This design comes from an exercise in tuning for small area on the open sky130 flow, not from production work. RTL that was checked went through simulation tests only; none was proved equivalent to the original. No activity file was given, so power comes from the tool's default toggle rates.

Design record_packer, start of the top module:
module record_packer #(
    parameter int unsigned P_LOG = 4,
    parameter int unsigned DATW  = 64,
    parameter int unsigned KEYW  = 32
) (
    input  logic                     CLK,
    input  logic                     RST,
    input  logic [DATW-1:0]          DIN,
    input  logic                     DINEN,
    input  logic                     DINLAST,
    input  logic                     FLUSH,
    output logic                     DIN_RDY,
    output logic [(DATW<<P_LOG)-1:0] DOT,
    output logic                     DOTEN,
    output logic [P_LOG:0]           DOTCNT,
    output logic                     DOTLAST
);
Size in the first run: roughly 2400 cells after synthesis, about 1000 flip-flops, roughly 1100 I/O pins, roughly 32000 um2 of cells after synthesis.
==> module record_packer, before the edit <==
module record_packer #(
    parameter int unsigned P_LOG = 4,
    parameter int unsigned DATW  = 64,
    parameter int unsigned KEYW  = 32
) (
    input  logic                     CLK,
    input  logic                     RST,
    input  logic [DATW-1:0]          DIN,
    input  logic                     DINEN,
    input  logic                     DINLAST,
    input  logic                     FLUSH,
    output logic                     DIN_RDY,
    output logic [(DATW<<P_LOG)-1:0] DOT,
    output logic                     DOTEN,
    output logic [P_LOG:0]           DOTCNT,
    output logic                     DOTLAST
);
    localparam int unsigned LANES = 1 << P_LOG;
    localparam int unsigned BW    = DATW * LANES;
    localparam int unsigned CW    = P_LOG + 1;
    typedef logic [CW-1:0]    cnt_t;
    typedef logic [P_LOG-1:0] lane_t;
    logic          rdy_q;
    lane_t         cnt_q;
    lane_t         cnt_r;     
    logic [BW-1:0] dot_q;
    logic          doten_q;
    cnt_t          dotcnt_q;
    logic          dotlast_q;
    logic             accept;
    logic             close;
    logic [LANES-1:0] upd;    
    logic [LANES-1:0] nwr;    
    assign cnt_q  = cnt_r ^ lane_t'(LANES / 2);
    assign accept = DINEN & rdy_q;
    assign close  = (accept && ((cnt_q == lane_t'(LANES - 1)) || DINLAST || FLUSH))
                  || (FLUSH && (cnt_q != '0));
    always_comb begin
        for (int unsigned i = 0; i < LANES; i++) begin
            upd[i] = (lane_t'(i) >= cnt_q);
            nwr[i] = !(accept && (lane_t'(i) == cnt_q));
        end
    end
    always_ff @(posedge CLK) begin
        for (int unsigned i = 0; i < LANES; i++) begin
            dot_q[i*DATW +: DATW] <= (dot_q[i*DATW +: DATW] | {DATW{upd[i]}})
                                   & (DIN | {DATW{nwr[i]}});
        end
    end
    always_ff @(posedge CLK) begin
        if (RST) begin
            rdy_q   <= 1'b0;
            cnt_r   <= lane_t'(LANES / 2);
            doten_q <= 1'b0;
        end else begin
            rdy_q   <= 1'b1;
            cnt_r   <= (close ? lane_t'(0) : cnt_q + lane_t'(accept)) ^ lane_t'(LANES / 2);
            doten_q <= close;
        end
    end
    always_ff @(posedge CLK) begin
        dotcnt_q  <= cnt_t'(cnt_q) + cnt_t'(accept);
        dotlast_q <= accept & DINLAST;
    end
    assign DIN_RDY = rdy_q;
    assign DOT     = dot_q;
    assign DOTEN   = doten_q;
    assign DOTCNT  = dotcnt_q;
    assign DOTLAST = dotlast_q;
endmodule
Settings: LEC_CHECK=0, CAP_MARGIN=20, CORE_AREA=2 2 648 108, DIE_AREA=0 0 650 110, SLEW_MARGIN=20; clock period 4.0 ns.
run.sh (not shown) runs the stock make flow with config.mk's settings and CLKGATE_MAP_FILE= SYNTH_SCRIPT=/design/flow/synth_recipe.tcl, a recipe that flattens the netlist after the stock synthesis.
The baseline ran to the end with no violations.
Rerun with:
--- a/flow/design.v
+++ b/flow/design.v
@@ -23,5 +23,4 @@
     logic          rdy_q;
     lane_t         cnt_q;
-    lane_t         cnt_r;     
     logic [BW-1:0] dot_q;
     logic          doten_q;
@@ -32,5 +31,4 @@
     logic [LANES-1:0] upd;    
     logic [LANES-1:0] nwr;    
-    assign cnt_q  = cnt_r ^ lane_t'(LANES / 2);
     assign accept = DINEN & rdy_q;
     assign close  = (accept && ((cnt_q == lane_t'(LANES - 1)) || DINLAST || FLUSH))
@@ -51,9 +49,9 @@
         if (RST) begin
             rdy_q   <= 1'b0;
-            cnt_r   <= lane_t'(LANES / 2);
+            cnt_q   <= '0;
             doten_q <= 1'b0;
         end else begin
             rdy_q   <= 1'b1;
-            cnt_r   <= (close ? lane_t'(0) : cnt_q + lane_t'(accept)) ^ lane_t'(LANES / 2);
+            cnt_q   <= close ? lane_t'(0) : cnt_q + lane_t'(accept);
             doten_q <= close;
         end
Power is higher by 0.32%.
Setup slack loses 0.22 ns.
Critical path depth is lower by 2.
Routed wire length is higher by 1.3%.
Synthesized area barely changes.
Clock skew is lower by 0.012 ns.
Synthesized cell count is higher by 2.7%.
Sequential power is about the same.
Via count is higher by 0.65%.
For the second run of this note, only the layout was checked, not whether the RTL still works.

==> re-timing with driven ports <==
No port has a modelled driver above. Below, the same layouts with a new extraction and two added sets of constraints.
Step 1, drivers: a clkbuf_16 drives CLK and a buf_2 each remaining input, both assumed.
Step 2 adds t to the input delays and takes it off the output delays; t is the mean of the earliest and latest rising clock arrival at the registers after step 1. Input paths then give back, and output paths get back, about the clock's delay inside the block.
Slacks: ideal ports / drivers / drivers and shift; pairs: ideal ports / drivers.
| run | shift t [ns] | setup WS [ns] | worst data-port slew with drivers (ns) | cell pins on the clock port's net |
|---|---|---|---|---|
| the first run | 0.712 | 1.142 / 1.142 / 0.673 | 0.14 | 1 |
| the second run | 0.697 | 0.921 / 0.921 / 0.752 | 0.06 | 1 |
After both steps every run listed still meets setup and hold. For the first run, which loses most, drivers alone change the setup slack by 0.000 ns; drivers and shift together by -0.469 ns.
